Background: an optimization exercise with open tools, aiming at a short achievable clock period and few clock cycles per item. Do not read the settings as production practice. The RTL was checked by simulation tests, not by an equivalence proof against the original design.

==> flow/design.v (excerpt) <==
module cpu_top (
    input  logic        clk,
    input  logic        reset,
    output logic [9:0]  instr_addr,
    input  logic [17:0] instr_data,
    output logic [9:0]  mem_addr,
    output logic [17:0] mem_wdata,
    output logic        mem_we,
    output logic        mem_re,
    input  logic [17:0] mem_rdata
);
Size: roughly 3800 cells after synthesis.
clock: 6.0 ns
lec_check: 0
cap_margin: 20
core_margin: 2
core_utilization: 55
gpl_timing_driven: 1
setup_slack_margin: 3.4
slew_margin: 20
run.sh (not shown) runs the stock make flow with config.mk's settings and CLKGATE_MAP_FILE= SYNTH_SCRIPT=/design/flow/synth_recipe.tcl, a recipe that flattens the netlist after the stock synthesis.
Testbench counts at the start, summed over its fixed seeds: cycles 93,623, instrs 84,944.
Edit:
--- a/flow/design.v
+++ b/flow/design.v
@@ -210,29 +210,34 @@
     logic        e_br_q;      
     logic        e_jmp_q;     
     logic        e_back_q;    
     logic [3:0]  e_cm_q;      
     logic [9:0]  e_pc_q;
     logic [9:0]  e_tgt_q;
     logic        z_q, c_q;
-    logic [17:0] res_q;
+    logic [17:0] sum_q;       
+    logic [17:0] lres_q;      
+    logic        w_add_q;
+    logic [17:0] res_w;
+    logic        dirS_q;      
+    logic        useq_q;      
     logic        w_wr_q;
     logic [3:0]  w_rd_q;
     logic        mem_we_q, mem_re_q;
     logic [9:0]  mem_addr_q;
     logic [17:0] wd_q;        
     logic [17:0] rf [16];
     assign instr_addr = ia_q;
-    logic [17:0] sum, lres, res;
+    logic [17:0] sum, lres;
     logic        eq, lt;
     assign sum  = ks_add(opX_q, opY_q);
     assign lres = e_ld_q  ? mem_rdata :
                   e_nor_q ? ~(opX_q | opY_q) :
                   e_and_q ? (opX_q & opY_q) : ~(opX_q & opY_q);
-    assign res  = e_add_q ? sum : lres;
+    assign res_w = w_add_q ? sum_q : lres_q;
     assign eq   = ~|(opX_q ^ opY_q);
     assign lt   = tree_lt(opX_q, opY_q);
     logic z_n, c_n;
     assign z_n = (vE_q && e_cmp_q) ? eq : z_q;
     assign c_n = (vE_q && e_cmp_q) ? lt : c_q;
     logic bpbad;
     assign bpbad = vI_q && selB_q && !(pd_in[PD_BR] && instr_data[13:4] == ia_q);
@@ -273,18 +278,17 @@
     logic       hitL;
     assign bix  = seqa_q[2:0];
     assign hitL = btb_v[bix] && btb_tag[bix] == seqa_q[9:3] &&
                   (btb_j[bix] || (lp_conf[bix] ? !lp_exit[bix] : bht[seqa_q[4:0]][1]));
     always_comb begin
         for (int i = 0; i < 8; i++) lp_exit[i] = lp_conf[i] && (lp_cnt[i] == lp_trip[i]);
     end
-    logic [2:0] fix;
-    logic       lpk;
-    assign fix = ia_q[2:0];
-    assign lpk = btb_v[fix] && btb_tag[fix] == ia_q[9:3] && lp_conf[fix];
+    logic       lpk, dirS;
+    assign lpk  = btb_v[bix] && btb_tag[bix] == seqa_q[9:3] && lp_conf[bix];
+    assign dirS = lpk ? !lp_exit[bix] : bht[seqa_q[4:0]][1];
     logic [9:0] redir_n, fa_b, fa_n, sq_b, sq_n;
     logic       useq_n;
     assign redir_n = predD_q ? pcD_q + 10'd1 : ir_q[13:4];
     always_comb begin
         if (mis)          fa_b = redir_q;
         else if (dbad)    fa_b = pcD_q;
         else if (hit_q)   fa_b = tgtH_q;
@@ -296,16 +300,16 @@
         if (dsel_n)       sq_n = instr_data[13:4] + 10'd1;
         else if (stall_n) sq_n = seqa_q;
         else              sq_n = sq_b;
     end
     assign useq_n = !mis && !dbad && !dsel_n && !stall_n && !hit_q;
     logic [17:0] opX_n, opY_n;
     always_comb begin
-        opX_n = ({18{sxl_q}} & lres) | ({18{sxw_q}} & res_q);
-        opY_n = ({18{syl_q}} & lres) | ({18{syw_q}} & res_q) |
+        opX_n = ({18{sxl_q}} & lres) | ({18{sxw_q}} & res_w);
+        opY_n = ({18{syl_q}} & lres) | ({18{syw_q}} & res_w) |
                 ({18{simm_q}} & {12'd0, ir_q[5:0]});
         for (int i = 0; i < 16; i++) begin
             opX_n = opX_n | ({18{ohx_q[i]}} & rf[i]);
             opY_n = opY_n | ({18{ohy_q[i]}} & rf[i]);
         end
     end
     logic e_wr_n;
@@ -358,26 +362,32 @@
             e_back_q <= 1'b0;
             e_jmp_q  <= 1'b0;
             e_cm_q   <= '0;
             e_pc_q   <= '0;
             e_tgt_q  <= '0;
             z_q      <= 1'b0;
             c_q      <= 1'b0;
-            res_q    <= '0;
+            sum_q    <= '0;
+            lres_q   <= '0;
+            w_add_q  <= 1'b0;
+            dirS_q   <= 1'b0;
+            useq_q   <= 1'b0;
             w_wr_q   <= 1'b0;
             w_rd_q   <= '0;
             mem_we_q <= 1'b0;
             mem_re_q <= 1'b0;
             mem_addr_q <= '0;
             wd_q       <= '0;
         end else begin
             ia_q   <= fa_n;
             seqa_q <= sq_n;
             pcI_q  <= ia_q;
-            bhtp_q <= lpk ? !lp_exit[fix] : bht[ia_q[4:0]][1];
+            bhtp_q <= useq_q ? dirS_q : bht[ia_q[4:0]][1];
+            dirS_q <= dirS;
+            useq_q <= useq_n;
             vI_q   <= stall ? vI_q : (!mis && !dbad);
             selB_q <= !mis && !dbad && !dsel_n && !stall_n && hit_q;
             hit_q  <= useq_n && hitL;
             tgtH_q <= btb_tgt[bix];
             redir_q <= redir_n;
             if (!stall) begin
                 ir_q    <= instr_data;
@@ -415,15 +425,17 @@
             e_back_q <= ir_q[13:4] <= pcD_q;
             e_jmp_q <= pd_q[PD_JMP];
             e_cm_q  <= pd_q[PD_CM +: 4];
             e_pc_q  <= pcD_q;
             e_tgt_q <= ir_q[13:4];
             z_q     <= z_n;
             c_q     <= c_n;
-            res_q  <= res;
+            sum_q  <= sum;
+            lres_q <= lres;
+            w_add_q <= e_add_q;
             w_wr_q <= e_wr_q;
             w_rd_q <= e_rd_q;
             mem_we_q   <= vE_n && pd_q[PD_ST];
             mem_re_q   <= vD_n && pd_n[PD_LD] && !mis_n && !stall_n && !(bpbad && !stall);
             mem_addr_q <= ((vE_n && pd_q[PD_ST]) || stall) ? ir_q[9:0] : instr_data[9:0];
             if (pd_q[PD_ST]) wd_q <= opX_n;
         end
@@ -483,15 +495,15 @@
             end
         end
     end
     always_ff @(posedge clk or posedge reset) begin
         if (reset) begin
             for (int i = 0; i < 16; i++) rf[i] <= '0;
         end else if (w_wr_q) begin
-            rf[w_rd_q] <= res_q;
+            rf[w_rd_q] <= res_w;
         end
     end
     assign mem_we    = mem_we_q;
     assign mem_re    = mem_re_q;
     assign mem_addr  = mem_addr_q;
     assign mem_wdata = wd_q;
 endmodule
Outcome: Global-route usage drops by 0.48 points; via count climbs by about 2.2%; core utilization drops by 0.29 points; fmax drops by about 3%; worst setup slack degrades by 84 ps; routed wire length drops by about 0.8%; non-clock buffer count climbs by 14; final cell count climbs by 3.8%; hold slack degrades by 28 ps.
Testbench counts after the change, summed over its fixed seeds: cycles 93,623, instrs 84,944.

-- what the ideal ports hide --
In the flow no input, the clock included, has a driving cell. The finished layouts below were timed again as built, in two steps. Step 1 sets driving cells, clkbuf_16 on the clock port and buf_2 on the other inputs (assumed; they add their load-dependent delay and slew). Step 2 adds t to the input delays and takes it off the output delays; t is the mean of the earliest and latest rising clock arrival at the registers after step 1. Input paths then give back, and output paths get back, about the clock's delay inside the block. Slacks: no drivers / after step 1 / after step 2; pairs: no drivers / after step 1.
| run | shift t [ns] | setup slack, ns | clock arrival spread, ns |
|---|---|---|---|
| the first run | 0.718 | 3.332 / 3.301 / 2.751 | 0.024 / 0.024 |
| the second run | 0.718 | 3.248 / 3.248 / 2.674 | 0.023 / 0.023 |
After both steps every run listed still meets setup and hold. The setup slack of the first run, which loses most, moves by -0.031 ns with the drivers and by -0.581 ns with both steps.
